This is an optimization exercise on Yosys and OpenROAD, whose aim is small area, not a production implementation.
At most, simulation tests tie the RTL to the original design; equivalence was not proved.
Power figures rest on the tool's default switching activity, not on a simulated workload.

==> flow/design.v <==
module pool_writeback #(
    parameter int ADDR_W = 16,
    parameter int DEPTH  = 4
) (
    input  logic              clk,
    input  logic              rst,
    input  logic              start,
    input  logic              layer1,
    input  logic [15:0]       out_cols,
    input  logic [15:0]       out_rows,
    input  logic [ADDR_W-1:0] base_addr,
    input  logic              in_valid,
    input  logic [255:0]      in_data,
    input  logic              in_end,
    output logic              mem_we,
    output logic [ADDR_W-1:0] mem_addr,
    output logic [255:0]      mem_wdata,
    input  logic              mem_ready,
    output logic              busy,
    output logic              done,
    output logic              short_frame,
    output logic              overflow
);
    localparam int NB = DEPTH - 1;           
    localparam int CW = $clog2(DEPTH + 1);   
    typedef enum logic [1:0] {IDLE, RUN, DRAIN, DONE} state_t;
    state_t state, state_nxt;
    logic              cfg_l1;
    logic [15:0]       cfg_cols, acol, arow;
    logic              acc_done;
    logic [ADDR_W-1:0] addr;
    logic [CW-1:0]     cnt;
    logic [NB-1:0]     rd_oh, wr_oh;
    logic [255:0]      head;
    logic [255:0]      buf_q [NB];
    logic go, run, active, empty, full, pop, push, drop, last_xfer, drain_empty, end_hit;
    logic cnt_le1, cnt_eq1;
    logic head_in, head_buf, head_hold, buf_wr;
    logic acol_one, arow_one;
    assign go      = (state == IDLE) && start;
    assign run     = (state == RUN);
    assign active  = (state == RUN) || (state == DRAIN);
    assign empty   = (cnt == '0);
    assign full    = (cnt == CW'(DEPTH));
    assign cnt_eq1 = (cnt == CW'(1));
    assign cnt_le1 = empty || cnt_eq1;
    assign mem_we      = active && !empty;
    assign pop         = mem_we && mem_ready;
    assign push        = run && in_valid && !acc_done && (!full || pop);
    assign drop        = run && in_valid && !push;
    assign last_xfer   = pop && acc_done && cnt_eq1;
    assign drain_empty = empty || (cnt_eq1 && pop);
    assign end_hit     = run && in_end && !last_xfer;
    assign head_in   = push && (empty || (cnt_eq1 && pop));
    assign head_buf  = pop && !cnt_le1;
    assign head_hold = !head_in && !head_buf;
    assign buf_wr    = push && !head_in;
    always_comb begin
        state_nxt = state;
        case (state)
            IDLE:  if (start) begin
                       if (out_cols == 16'd0 || out_rows == 16'd0) state_nxt = DONE;
                       else state_nxt = RUN;
                   end
            RUN:   if (last_xfer) state_nxt = DONE;
                   else if (in_end) state_nxt = DRAIN;
            DRAIN: if (drain_empty) state_nxt = DONE;
            DONE:  state_nxt = IDLE;
            default: state_nxt = IDLE;
        endcase
    end
    always_ff @(posedge clk or posedge rst) begin
        if (rst) begin
            state       <= IDLE;
            short_frame <= 1'b0;
            overflow    <= 1'b0;
        end else begin
            state <= state_nxt;
            if (go) begin
                short_frame <= 1'b0;
                overflow    <= 1'b0;
            end else begin
                if (drop)    overflow    <= 1'b1;
                if (end_hit) short_frame <= 1'b1;
            end
        end
    end
    assign acol_one = (acol == 16'd1);
    assign arow_one = (arow == 16'd1);
    always_ff @(posedge clk) begin
        if (go) begin
            cfg_l1   <= layer1;
            cfg_cols <= out_cols;
            acol     <= out_cols;
            arow     <= out_rows;
            acc_done <= 1'b0;
            addr     <= base_addr;
            cnt      <= '0;
            rd_oh    <= NB'(1);
            wr_oh    <= NB'(1);
        end else begin
            if (push) begin
                if (acol_one) begin
                    acol <= cfg_cols;
                    if (arow_one) acc_done <= 1'b1;
                    else          arow     <= arow - 16'd1;
                end else begin
                    acol <= acol - 16'd1;
                end
            end
            if (pop) addr <= addr + 1'b1;
            cnt <= cnt + CW'(push) - CW'(pop);
            if (head_buf) rd_oh <= {rd_oh[NB-2:0], rd_oh[NB-1]};
            if (buf_wr)   wr_oh <= {wr_oh[NB-2:0], wr_oh[NB-1]};
        end
    end
    logic [255:0] head_d;
    logic [NB-1:0] sel_buf;
    logic [4:0]    sel_lo, sel_hi;
    assign sel_buf = {NB{head_buf}} & rd_oh;
    assign sel_lo  = {sel_buf, head_hold, head_in};
    assign sel_hi  = sel_lo & {5{cfg_l1}};
    pool_writeback_sel5 #(.W(128)) u_sel_lo (
        .sel(sel_lo), .d0(in_data[127:0]), .d1(head[127:0]),
        .d2(buf_q[0][127:0]), .d3(buf_q[1][127:0]), .d4(buf_q[2][127:0]),
        .y(head_d[127:0])
    );
    pool_writeback_sel5 #(.W(128)) u_sel_hi (
        .sel(sel_hi), .d0(in_data[255:128]), .d1(head[255:128]),
        .d2(buf_q[0][255:128]), .d3(buf_q[1][255:128]), .d4(buf_q[2][255:128]),
        .y(head_d[255:128])
    );
    always_ff @(posedge clk) head <= head_d;
    for (genvar k = 0; k < NB; k++) begin : g_buf
        logic         ld;
        logic [255:0] buf_d;
        assign ld = buf_wr && wr_oh[k];
        pool_writeback_sel2 #(.W(256)) u_sel (
            .sel({!ld, ld}), .d0(in_data), .d1(buf_q[k]), .y(buf_d)
        );
        always_ff @(posedge clk) buf_q[k] <= buf_d;
    end
    assign mem_addr  = addr;
    assign mem_wdata = head;
    assign busy      = (state != IDLE);
    assign done      = (state == DONE);
endmodule
module pool_writeback_sel5 #(
    parameter int W = 128
) (
    input  logic [4:0]   sel,
    input  logic [W-1:0] d0, d1, d2, d3, d4,
    output logic [W-1:0] y
);
    assign y = (d0 & {W{sel[0]}}) | (d1 & {W{sel[1]}}) | (d2 & {W{sel[2]}})
             | (d3 & {W{sel[3]}}) | (d4 & {W{sel[4]}});
endmodule
module pool_writeback_sel2 #(
    parameter int W = 256
) (
    input  logic [1:0]   sel,
    input  logic [W-1:0] d0, d1,
    output logic [W-1:0] y
);
    assign y = (d0 & {W{sel[0]}}) | (d1 & {W{sel[1]}});
endmodule
clock: 10.0 ns
lec_check: 0
cap_margin: 20
core_margin: 2
core_utilization: 40
slew_margin: 20
synth_hierarchical: 1
run.sh (not shown) runs the stock make flow with config.mk's settings and CLKGATE_MAP_FILE= SYNTH_SCRIPT=/design/flow/synth_recipe.tcl, a recipe that flattens the netlist after the stock synthesis.
The baseline ran to the end with no violations.
Then changed:
--- a/flow/design.v
+++ b/flow/design.v
@@ -132,13 +132,7 @@
     );
     always_ff @(posedge clk) head <= head_d;
     for (genvar k = 0; k < NB; k++) begin : g_buf
-        logic         ld;
-        logic [255:0] buf_d;
-        assign ld = buf_wr && wr_oh[k];
-        pool_writeback_sel2 #(.W(256)) u_sel (
-            .sel({!ld, ld}), .d0(in_data), .d1(buf_q[k]), .y(buf_d)
-        );
-        always_ff @(posedge clk) buf_q[k] <= buf_d;
+        always_ff @(posedge clk) if (buf_wr && wr_oh[k]) buf_q[k] <= in_data;
     end
     assign mem_addr  = addr;
     assign mem_wdata = head;
@@ -155,12 +149,3 @@
     assign y = (d0 & {W{sel[0]}}) | (d1 & {W{sel[1]}}) | (d2 & {W{sel[2]}})
              | (d3 & {W{sel[3]}}) | (d4 & {W{sel[4]}});
 endmodule
-module pool_writeback_sel2 #(
-    parameter int W = 256
-) (
-    input  logic [1:0]   sel,
-    input  logic [W-1:0] d0, d1,
-    output logic [W-1:0] y
-);
-    assign y = (d0 & {W{sel[0]}}) | (d1 & {W{sel[1]}});
-endmodule
Outcome: The new run produced a clean layout. Total power decreases by 9.6%. Setup slack gains 0.069 ns. Synthesized area came out lower by 0.99%. Cell area rises by 1.0%. Via count came out lower by 20%. Clock-buffer cell count shrinks by 2. Final cell count fell by 16%. Register-to-register slack improves by 0.11 ns.
The RTL of the second run of this note was laid out without a check of its function.

==> static timing again, ports no longer ideal <==
In the flow no input, the clock included, has a driving cell. The finished layouts below were timed again as built, in two steps.
Step 1 (the two cells are an assumption about what drives the block):
set clk [get_ports {clk}]
set_driving_cell -lib_cell sky130_fd_sc_hd__clkbuf_16 $clk
set_driving_cell -lib_cell sky130_fd_sc_hd__buf_2 [delete_from_list [all_inputs] $clk]
Step 2 times the ports against the registers' clock, not the clock port: input delays grow and output delays shrink by t, the midpoint of the rising clock arrivals with the driver on.
Slacks: ideal ports / drivers / drivers and shift; pairs: ideal ports / drivers.
run	shift t [ns]	slack for setup (ns)	worst data-port slew with drivers (ns)	cell pins on the clock port's net
the first run	0.756	4.865 / 4.888 / 4.132	0.14	1
the second run	0.754	4.935 / 4.968 / 4.214	0.15	1
After both steps setup and hold are still met in every run listed. The setup slack of the first run, which loses most, moves by +0.023 ns with the drivers and by -0.733 ns with both steps.
